Context: an optimization exercise on an open-source flow, tuned for a short achievable clock period, few clock cycles and low power. The choices shown serve that exercise and are no tape-out recipe. The RTL was checked by simulation tests, not by an equivalence proof against the original design. Power is estimated from default activity; no workload was simulated.

## v50
## cpu_top
module cpu_top #(
        parameter logic [15:0] reset_pc = '0
) (
        input  logic        clk,
        input  logic        reset,
        input  logic        run_n,
        input  logic [15:0] sram_d,
        output logic [15:0] sram_addr,
        output logic [15:0] sram_q,
        output logic        sram_we_n
);
Size: about 52 I/O pins.
==> flow/config.mk <==
export PLATFORM = sky130hd
export DESIGN_NAME = cpu_top
export DESIGN_NICKNAME = cpu_top
export VERILOG_FILES = /design/flow/design.v
export SDC_FILE = /design/flow/constraint.sdc
export NUM_CORES = 4
export LEC_CHECK = 0
export CAP_MARGIN = 20
export CORE_MARGIN = 2
export CORE_UTILIZATION = 55
export SETUP_SLACK_MARGIN = 4.65
export SLEW_MARGIN = 20
==> flow/constraint.sdc <==
create_clock -name core_clock -period 9.0 [get_ports {clk}]
set_input_delay 1.8000 -clock core_clock [delete_from_list [all_inputs] [get_ports {clk}]]
set_output_delay 1.8000 -clock core_clock [all_outputs]
set_load 0.01 [all_outputs]
standard.sh (not shown) runs the stock make flow with config.mk's settings and CLKGATE_MAP_FILE= SYNTH_SCRIPT=/design/flow/synth_recipe.tcl, a recipe that flattens the netlist after the stock synthesis.
==> flow/flow/run.sh <==
#!/bin/bash
# The standard layout (the standard.sh, every step), except for the
# clock tree's settings: no dummy loads, and larger sink clusters.
export CTS_ARGS="-sink_clustering_enable -repair_clock_nets -dont_use_dummy_load -sink_clustering_size 20 -sink_clustering_max_diameter 60 -buf_list {sky130_fd_sc_hd__clkbuf_4 sky130_fd_sc_hd__clkbuf_8}"
bash standard.sh > standard.log 2>&1
Testbench counts of v50, summed over its fixed seeds: cycles 32,452.
Edits applied to the flow inputs when going from v50 to v49:
# v50
export LEC_CHECK = 0
export CAP_MARGIN = 20
export CORE_MARGIN = 2
export CORE_UTILIZATION = 55
export SETUP_SLACK_MARGIN = 4.65
export SLEW_MARGIN = 20
create_clock -name core_clock -period 9.0 [get_ports {clk}]
# v49
export LEC_CHECK = 0
export CAP_MARGIN = 20
export CORE_MARGIN = 2
export CORE_UTILIZATION = 50
export SETUP_SLACK_MARGIN = 5
export SLEW_MARGIN = 20
export TNS_END_PERCENT = 10
create_clock -name core_clock -period 9.0 [get_ports {clk}]
==> flow/flow/run.sh <==
#!/bin/bash
# The standard layout (the standard.sh, every step), except for the
# clock tree's settings (no dummy loads, larger sink clusters) and the
# cell used to buffer the ports.
export CTS_ARGS="-sink_clustering_enable -repair_clock_nets -dont_use_dummy_load -sink_clustering_size 20 -sink_clustering_max_diameter 60 -buf_list {sky130_fd_sc_hd__clkbuf_4 sky130_fd_sc_hd__clkbuf_8}"
export BUFFER_PORTS_ARGS="-buffer_cell sky130_fd_sc_hd__buf_4"
bash standard.sh > standard.log 2>&1
Notes after the runs:
v49 ended up with sram_addr[15] as its destination of the critical timing path; v50 ended up with op_b[1].
Total number of sequential cells delta (v50 -> v49): insignificant
v49 vs v50: cell count after placement up slightly
On v49: final non-filler cell area is 0.64% higher than what v50 gave.
There was hardly any difference in detailed-route wire length between v49 and v50.
Max critical path depth across v49 and v50: v50
From v50 to v49 the numbers moved as follows: post-layout instance count excluding filler cells +1.5%, setup slack +0.060 ns, worst hold slack -0.016 ns.
Edits applied to the flow inputs when going from v49 to v16:
# v49
export LEC_CHECK = 0
export CAP_MARGIN = 20
export CORE_MARGIN = 2
export CORE_UTILIZATION = 50
export SETUP_SLACK_MARGIN = 5
export SLEW_MARGIN = 20
export TNS_END_PERCENT = 10
create_clock -name core_clock -period 9.0 [get_ports {clk}]
# v16
export LEC_CHECK = 0
export CAP_MARGIN = 20
export CORE_MARGIN = 2
export CORE_UTILIZATION = 50
export SETUP_SLACK_MARGIN = 5
export SLEW_MARGIN = 20
create_clock -name core_clock -period 9.0 [get_ports {clk}]
==> flow/flow/run.sh <==
#!/bin/bash
# The standard layout (the standard.sh, every step), except for the
# clock tree's settings: no dummy loads, and larger sink clusters.
export CTS_ARGS="-sink_clustering_enable -repair_clock_nets -dont_use_dummy_load -sink_clustering_size 30 -sink_clustering_max_diameter 80 -buf_list {sky130_fd_sc_hd__clkbuf_8 sky130_fd_sc_hd__clkbuf_16}"
bash standard.sh > standard.log 2>&1
==> run notes <==
Final clock period utilization by the worst path: v16 vs v49 down 1.3 points
| average wire per cell in the routed design | v16 vs v49 | about 4% higher |
Going from v49 to v16, sequential share of layout area shrinks by 2.4 points.
Changes observed in v16 relative to v49: switching power +58 uW, total power +5.8%, worst-case headroom to the max-slew limit +7.7 points.
Wire length of the first global-routing pass, v49 and v16: higher on v16
Comparing v49 and v16, the lower final wirelength is on v49.
Run comparison: v49 critical path launch point op_b[5]; v16 critical path launch point op_b[1]
Summary of v16 over v49: placeable core region neither gained nor lost much, synthesis-to-layout area growth picked up an extra 6.1 points, worst hold slack picked up an extra 0.018 ns.
--- input diff v16..v35 ---
# v16
export LEC_CHECK = 0
export CAP_MARGIN = 20
export CORE_MARGIN = 2
export CORE_UTILIZATION = 50
export SETUP_SLACK_MARGIN = 5
export SLEW_MARGIN = 20
create_clock -name core_clock -period 9.0 [get_ports {clk}]
# v35
export LEC_CHECK = 0
export ABC_CLOCK_PERIOD_IN_PS = 3500
export CAP_MARGIN = 20
export CORE_MARGIN = 2
export CORE_UTILIZATION = 50
export SETUP_SLACK_MARGIN = 5
export SLEW_MARGIN = 20
create_clock -name core_clock -period 9.0 [get_ports {clk}]
==> flow/flow/run.sh <==
#!/bin/bash
# The standard layout (the standard.sh, every step), except for the
# clock tree's settings: no dummy loads, and larger sink clusters.
export CTS_ARGS="-sink_clustering_enable -repair_clock_nets -dont_use_dummy_load -sink_clustering_size 20 -sink_clustering_max_diameter 60 -buf_list {sky130_fd_sc_hd__clkbuf_4 sky130_fd_sc_hd__clkbuf_8}"
bash standard.sh > standard.log 2>&1
Between v16 and v35, the area occupied by multi-input gates does not differ in any meaningful way. Number of antenna cells inserted ended up 1 higher on v35 than on v16. v35 ended up with a lower final setup slack of the worst path than v16 did. Diff v16 -> v35: total power now smaller, areal power density over the cells now smaller, proportion of total power due to net switching now larger. v16 → v35: sequential share of layout area shows an increase of 0.44 points; clock buffer and inverter area fraction after layout now sits lower.

## port drivers added, routing unchanged
How much do the figures lean on ideal ports? The routed layouts below were timed once more, with nothing changed but the port constraints.
Step 1 assumes that a clkbuf_16 drives the clock port and a buf_2 every other input.
Step 2 times the ports against the registers' clock, not the clock port: input delays grow and output delays shrink by t, the midpoint of the rising clock arrivals with the driver on.
a / b / c = ideal ports / drivers / drivers and shift; a / b = the first two.
| run | shift t [ns] | slack for setup (ns) | worst setup path at the end |
|---|---|---|---|
| v50 | 0.635 | 4.496 / 4.520 / 3.885 | input to register |
| v49 | 0.678 | 4.555 / 4.502 / 3.974 | input to register |
| v16 | 0.583 | 4.669 / 4.614 / 4.458 | input to register |
| v35 | 0.678 | 4.626 / 4.576 / 4.308 | input to register |
After both steps every run listed still meets setup and hold. The setup slack of v50, which loses most, moves by +0.024 ns with the drivers and by -0.611 ns with both steps.
